What follows belongs to an exercise in optimizing a design on an open flow for small area; a production flow would make more cautious choices.
In this exercise RTL edits were held to simulation tests only and were not proved equivalent to the original.
Power and IR drop assume default switching activity.

## additive_layer_pixel_blend_unit
module additive_layer_pixel_blend_unit #(
  parameter int MAX_LAYERS = 4
) (
  input  logic                               clk,
  input  logic                               rst,
  input  logic                               start,
  output logic                               busy,
  input  logic [7:0]                         bg_red,
  input  logic [7:0]                         bg_green,
  input  logic [7:0]                         bg_blue,
  input  logic [7:0]                         layer0_level,
  input  logic [7:0]                         layer1_level,
  input  logic [7:0]                         layer2_level,
  input  logic [7:0]                         layer3_level,
  output logic                               done,
  output logic [7:0]                         out_red,
  output logic [7:0]                         out_green,
  output logic [7:0]                         out_blue,
  input  logic                               cfg_valid,
  output logic                               cfg_ready,
  input  logic [alpb_pkg::CFG_INDEX_W-1:0]   cfg_index,
  input  logic [alpb_pkg::CFG_DATA_W-1:0]    cfg_data
);
  logic [3:0]       en_n;      
  logic [3:0]       tint_ok;   
  logic [23:0]      tint [4];
  logic [3:0][7:0]  lvl;
  logic [23:0]      bg;
  logic             vld;
  logic [3:0][23:0] hi;
  logic [3:0][2:0]  cy;
  logic [3:0][23:0] hi_q;
  logic [3:0][2:0]  cy_q;
  logic [23:0]      bg_q;
  logic             vld_q;
  logic [23:0]      pix;
  assign busy      = 1'b0;
  assign cfg_ready = 1'b1;
  always_ff @(posedge clk) begin
    if (rst) begin
      en_n    <= '0;
      tint_ok <= '0;
    end else if (cfg_valid) begin
      if (cfg_index == 3'd0) begin
        en_n[0] <= cfg_data[2:0] > 3'd0;
        en_n[1] <= cfg_data[2:0] > 3'd1;
        en_n[2] <= cfg_data[2:0] > 3'd2;
        en_n[3] <= cfg_data[2:0] > 3'd3;
      end
      for (int k = 0; k < 4; k++)
        if (cfg_index == 3'(k + 1)) tint_ok[k] <= 1'b1;
    end
  end
  for (genvar k = 0; k < 4; k++) begin : g_tint
    always_ff @(posedge clk) begin
      if (cfg_valid && cfg_index == 3'(k + 1)) tint[k] <= cfg_data;
    end
  end
  logic [3:0][9:0] l3_q;
  logic [3:0][7:0] lvl_raw, lvl_in;
  ...
Size: ~2800 cells after synthesis.
Settings: LEC_CHECK=0, ABC_AREA=1, CAP_MARGIN=20, CORE_MARGIN=2, CORE_UTILIZATION=40, GPL_TIMING_DRIVEN=1, SLEW_MARGIN=20; clock period 5.5 ns.
standard.sh (not shown) runs the stock make flow with config.mk's settings and CLKGATE_MAP_FILE= SYNTH_SCRIPT=/design/flow/synth_recipe.tcl, a recipe that flattens the netlist after the stock synthesis.
==> flow/flow/run.sh <==
#!/bin/bash
# Own layout flow: the standard synthesis; then netlist passes that keep
# every register (cell, name and function) and change only the logic between
# them: faflip.py removes inverters around full adders (a full adder is
# self-dual), Yosys/ABC re-maps the remaining gates for area (full adders,
# half adders and registers are kept as they are), and faflip.py runs again;
# then the standard layout steps, with the port buffers given as buf_1.
# Each tool's output goes to a log file of its own in the work folder.
set -euo pipefail
cd "$(dirname "$0")/.."
R=orfs/results/${FLOW_PLATFORM}/additive_layer_pixel_blend_unit/base
LIB=${FLOW_HOME}/platforms/${FLOW_PLATFORM}/lib/sky130_fd_sc_hd__tt_025C_1v80.lib
YOSYS=${FLOW_HOME}/../tools/install/yosys/bin/yosys
EXTRA=()
if [[ -f flow/extra.mk ]]; then
  while IFS= read -r line; do [[ -n "$line" ]] && EXTRA+=("$line"); done < flow/extra.mk
fi
bash standard.sh "${EXTRA[@]}" synth > synth.log 2>&1
cp $R/1_2_yosys.v synth_netlist.v
python3 flow/faflip.py synth_netlist.v flip1.v > faflip1.log 2>&1
sed -e "s#@LIB@#$LIB#g" -e "s#@IN@#flip1.v#" -e "s#@OUT@#remap.v#" -e "s#@TOP@#${FLOW_TOP}#g" \
    -e "s#@SCRIPT@#flow/remap.abc#" -e "s#@DONTUSE@#$(cat flow/dontuse.txt)#" flow/remap.ys.in > remap.ys
$YOSYS -q -l remap.log remap.ys > remap.out 2>&1
python3 flow/faflip.py remap.v $R/1_2_yosys.v > faflip2.log 2>&1
rm -f $R/1_synth.odb $R/1_synth.sdc
bash standard.sh "${EXTRA[@]}" finish > layout.log 2>&1
==> flow/flow/extra.mk <==
BUFFER_PORTS_ARGS=-buffer_cell sky130_fd_sc_hd__buf_1
CTS_ARGS=-sink_clustering_enable -repair_clock_nets -dont_use_dummy_load -sink_clustering_size 30 -sink_clustering_max_diameter 100
==> flow/flow/remap.abc <==
strash
dch
amap
topo
stime -c
Other scripts of this flow, unchanged in this note and not shown: flow/flow/dontuse.txt, flow/flow/faflip.py, flow/flow/remap.ys.in
Then changed:
==> flow/flow/extra.mk (replaced) <==
BUFFER_PORTS_ARGS=-buffer_cell sky130_fd_sc_hd__buf_1
CTS_ARGS=-sink_clustering_enable -repair_clock_nets -dont_use_dummy_load -sink_clustering_size 25 -sink_clustering_max_diameter 80
Settings changed: GPL_TIMING_DRIVEN 1 to 0.
After rerunning: Power rises by a few percent; global-route usage fell by 0.31 points; synthesized cell count does not change; flip-flop and latch count does not change; non-clock buffer count fell by 55; final area is about the same; wire length came out lower slightly; via count barely changes; register-to-register slack degrades by 0.15 ns.
Then changed:
==> flow/flow/extra.mk (replaced) <==
BUFFER_PORTS_ARGS=-buffer_cell sky130_fd_sc_hd__buf_1
CTS_ARGS=-sink_clustering_enable -repair_clock_nets -dont_use_dummy_load -sink_clustering_size 30 -sink_clustering_max_diameter 100
==> flow/flow/remap.abc (replaced) <==
strash
dch -f
amap
amap
topo
stime -c
Maximum frequency climbs by 2.0%.
Wire length fell by 2.2%.
Worst hold slack improved by 0.025 ns.
Clock-buffer cell count decreases by 7.

[what the ideal ports hide]
In the flow no input, the clock included, has a driving cell. The finished layouts below were timed again as built, in two steps. Step 1 sets driving cells, clkbuf_16 on the clock port and buf_2 on the other inputs (assumed; they add their load-dependent delay and slew). Step 2 also shifts input and output timing later by t, the mid clock arrival at the registers, as if the neighbouring blocks saw the same clock. Slacks: ideal / step 1 / step 2; pairs: ideal / step 1.
run	shift t [ns]	slack for setup (ns)	worst setup path after step 2	worst data-port slew with drivers (ns)
the first run	0.599	0.157 / 0.094 / 0.353	register to register	0.04
the second run	0.641	0.093 / 0.035 / 0.196	register to register	0.04
the third run	0.613	0.201 / 0.138 / 0.285	register to register	0.04
After both steps every run listed still meets setup and hold.
